Context: an optimization exercise on an open-source flow, tuned for small area. The choices shown serve that exercise and are no tape-out recipe.

==> job 6796: inputs <==
==> flow/design.v <==
package spi_pkg;
  localparam logic [7:0] OP_WRITE = 8'h0A;
  localparam logic [7:0] OP_READ  = 8'h0B;
  localparam int SCLK_HALF_MIN = 8;
  localparam logic [2:0] IDLE   = 3'd0;
  localparam logic [2:0] INSTR  = 3'd1;
  localparam logic [2:0] ADDR   = 3'd2;
  localparam logic [2:0] WDATA  = 3'd3;
  localparam logic [2:0] RDATA  = 3'd4;
  localparam logic [2:0] IGNORE = 3'd5;
endpackage
module spi_sync_edge #(
  parameter logic RST_VAL = 1'b0
) (
  input  logic CLK,
  input  logic RST,
  input  logic D,
  output logic LEVEL,
  output logic RISE,
  output logic FALL
);
  logic [2:0] sr;
  always_ff @(posedge CLK) begin
    if (RST) sr <= {3{RST_VAL}};
    else     sr <= {sr[1:0], D};
  end
  assign LEVEL = sr[1];
  assign RISE  = sr[1] & ~sr[2];
  assign FALL  = ~sr[1] & sr[2];
endmodule
import spi_pkg::*;
module spi_peripheral #(
  parameter int         ADDR_W = 7,
  parameter logic [7:0] DEVID  = 8'hAD
) (
  input  logic              CLK,
  input  logic              RST,
  input  logic              SCLK,
  input  logic              CS,
  input  logic              MOSI,
  output logic              MISO,
  output logic              MISO_OE,
  input  logic              LOC_WE,
  input  logic [ADDR_W-1:0] LOC_ADDR,
  input  logic [7:0]        LOC_WDATA,
  output logic [7:0]        LOC_RDATA,
  output logic              WR_STROBE,
  output logic [ADDR_W-1:0] WR_ADDR,
  output logic              BUSY,
  output logic [2:0]        DBG_STATE
);
  localparam int DEPTH = 1 << ADDR_W;
  localparam bit AUTOINC = 1'b1;
  logic sclk_lvl, sclk_rise, sclk_fall;
  logic cs_lvl, cs_rise, cs_fall;
  logic mosi_lvl, mosi_rise, mosi_fall;
  spi_sync_edge #(.RST_VAL(1'b0)) u_sync_sclk (
    .CLK(CLK), .RST(RST), .D(SCLK), .LEVEL(sclk_lvl), .RISE(sclk_rise), .FALL(sclk_fall)
  );
  spi_sync_edge #(.RST_VAL(1'b1)) u_sync_cs (
    .CLK(CLK), .RST(RST), .D(CS), .LEVEL(cs_lvl), .RISE(cs_rise), .FALL(cs_fall)
  );
  spi_sync_edge #(.RST_VAL(1'b0)) u_sync_mosi (
    .CLK(CLK), .RST(RST), .D(MOSI), .LEVEL(mosi_lvl), .RISE(mosi_rise), .FALL(mosi_fall)
  );
  logic unused_sync;
  assign unused_sync = &{1'b0, sclk_lvl, cs_rise, mosi_rise, mosi_fall};
  logic [2:0]        state;
  logic [2:0]        bit_cnt;
  logic [6:0]        shift_in;
  logic [6:0]        tx_sh;
  logic [ADDR_W-1:0] addr;
  logic              rd_op;
  logic [3:0]        settle_cnt;
  logic [7:0]        in_byte;
  logic [7:0]        rd_byte;
  logic              byte_done;
  logic              spi_commit;
  logic              settled;
  logic [ADDR_W-1:0] addr_step;
  assign in_byte    = {shift_in, mosi_lvl};
  assign byte_done  = sclk_rise && (bit_cnt == 3'd0);
  assign spi_commit = (state == WDATA) && !cs_lvl && byte_done;
  assign settled    = (settle_cnt == 4'(SCLK_HALF_MIN));
  assign addr_step  = AUTOINC ? addr + ADDR_W'(1) : addr;
  always_ff @(posedge CLK) begin
    if (RST) begin
      state      <= IDLE;
      bit_cnt    <= 3'd7;
      shift_in   <= '0;
      tx_sh      <= '0;
      addr       <= '0;
      rd_op      <= 1'b0;
      settle_cnt <= '0;
      MISO       <= 1'b0;
      MISO_OE    <= 1'b0;
      WR_STROBE  <= 1'b0;
      WR_ADDR    <= '0;
    end else begin
      WR_STROBE <= spi_commit;
      if (spi_commit) WR_ADDR <= addr;
      if (!settled) settle_cnt <= settle_cnt + 4'd1;
      if (state != IDLE && cs_lvl) begin
        state   <= IDLE;
        bit_cnt <= 3'd7;
        MISO    <= 1'b0;
        MISO_OE <= 1'b0;
      end else begin
        if (sclk_rise && state != IDLE) begin
          shift_in <= in_byte[6:0];
          bit_cnt  <= bit_cnt - 3'd1;
        end
        case (state)
          IDLE: begin
            if (cs_fall && settled) begin
              state   <= INSTR;
              bit_cnt <= 3'd7;
            end
          end
          INSTR: begin
            if (byte_done) begin
              rd_op <= (in_byte == OP_READ);
              state <= (in_byte == OP_WRITE || in_byte == OP_READ) ? ADDR : IGNORE;
            end
          end
          ADDR: begin
            if (byte_done) begin
              addr  <= in_byte[ADDR_W-1:0];
              state <= rd_op ? RDATA : WDATA;
            end
          end
          WDATA: begin
            if (byte_done) addr <= addr_step;
          end
          RDATA: begin
            if (sclk_fall) begin
              if (bit_cnt == 3'd7) begin
                MISO    <= rd_byte[7];
                tx_sh   <= rd_byte[6:0];
                MISO_OE <= 1'b1;
                addr    <= addr_step;
              end else begin
                MISO  <= tx_sh[6];
                tx_sh <= {tx_sh[5:0], 1'b0};
              end
            end
          end
          default: ;
        endcase
      end
    end
  end
  logic             phase;
  logic [DEPTH-1:1] loc_sel, spi_sel;    
  logic [DEPTH-1:1] we_spi, we_loc, hold;
  logic             loc_we_g;
  logic [7:0]       spi_wd, loc_wd;
  logic [7:0]       regs_x [DEPTH-1:1];  
  always_ff @(posedge CLK) phase <= !RST && !phase;
  assign loc_we_g = LOC_WE && !RST && !(spi_commit && (LOC_ADDR == addr));
  assign spi_wd   = RST ? 8'hFF : (in_byte ^ {8{phase}});
  assign loc_wd   = LOC_WDATA ^ {8{phase}};
  for (genvar i = 1; i < DEPTH; i++) begin : g_reg
    assign loc_sel[i] = (LOC_ADDR == ADDR_W'(i));
    assign spi_sel[i] = (addr == ADDR_W'(i));
    assign we_spi[i]  = RST || (spi_commit && spi_sel[i]);
    assign we_loc[i]  = loc_we_g && loc_sel[i];
    assign hold[i]    = !(we_spi[i] || we_loc[i]);
    always_ff @(posedge CLK)
      regs_x[i] <= ~(({8{hold[i]}} & regs_x[i]) | ({8{we_spi[i]}} & spi_wd) |
                     ({8{we_loc[i]}} & loc_wd));
  end
  logic [7:0] loc_raw, spi_raw, loc_rd;
  always_comb begin
    loc_raw = 8'h00;
    spi_raw = 8'h00;
    for (int i = 1; i < DEPTH; i++) begin
      loc_raw = loc_raw | ({8{loc_sel[i]}} & regs_x[i]);
      spi_raw = spi_raw | ({8{spi_sel[i]}} & regs_x[i]);
    end
  end
  assign loc_rd  = (LOC_ADDR == '0) ? DEVID : (loc_raw ^ {8{phase}});
  assign rd_byte = (addr == '0) ? DEVID : (spi_raw ^ {8{phase}});
  always_ff @(posedge CLK) begin
    if (RST) LOC_RDATA <= '0;
    else     LOC_RDATA <= loc_rd;
  end
  assign BUSY      = ~cs_lvl;
  assign DBG_STATE = state;
endmodule
==> flow/run.sh <==
#!/bin/bash
# synth_recipe.tcl (not shown) runs the flow's synth.tcl, then flattens the netlist and writes it again
# the make line also repeats each setting of config.mk as NAME=value (left out here)
make -C /OpenROAD-flow-scripts/flow DESIGN_CONFIG=/design/flow/config.mk WORK_HOME=/design/flow/orfs CLKGATE_MAP_FILE= SYNTH_SCRIPT=/design/flow/synth_recipe.tcl finish
==> flow/config.mk <==
export PLATFORM = sky130hd
export DESIGN_NAME = spi_peripheral
export DESIGN_NICKNAME = spi_peripheral
export VERILOG_FILES = /design/flow/design.v
export SDC_FILE = /design/flow/constraint.sdc
export NUM_CORES = 4
export LEC_CHECK = 0
export CAP_MARGIN = 20
export CORE_MARGIN = 2
export CORE_UTILIZATION = 40
export PLACE_DENSITY = 0.45
export SLEW_MARGIN = 20
==> flow/constraint.sdc <==
create_clock -name core_clock -period 5.0 [get_ports {CLK}]
set_input_delay 1.0000 -clock core_clock [delete_from_list [all_inputs] [get_ports {CLK}]]
set_output_delay 1.0000 -clock core_clock [all_outputs]
set_load 0.01 [all_outputs]
==> inputs of job 8386, as changes to job 6796 <==
CORE_UTILIZATION = 30   (was 40)
PLACE_DENSITY = 0.35   (was 0.45)
==> flow_summary.json <==
{
  "place.gp.congestion": 1.34,
  "initial_core_util_pct": 30.2,
  "fp.dieH_um": 428,
  "grtUsageMet1_pct": 85.9,
  "grt_usage_pct": 83.4,
  "firstError": "[ERROR GRT-0116] Global routing finished with congestion. Check the congestion regions in the DRC Viewer.",
  "place_hpwl_mm": 566,
  "stop_stage": "5_1_grt",
  "status": "aborted with a tool error",
  "placed_cell_area_um2": 65500
}
That was job 8386.
==> flow_summary.json <==
{
  "status": "aborted with a tool error",
  "place_hpwl_mm": 470,
  "grt_usage_pct": 95.2,
  "firstError": "[ERROR GRT-0116] Global routing finished with congestion. Check the congestion regions in the DRC Viewer.",
  "grtUsageMet1_pct": 94.3,
  "initial_core_util_pct": 40.4,
  "stop_stage": "5_1_grt",
  "fp.dieH_um": 371
}
That was job 6796.
No functional check of the RTL was part of any run of this note.
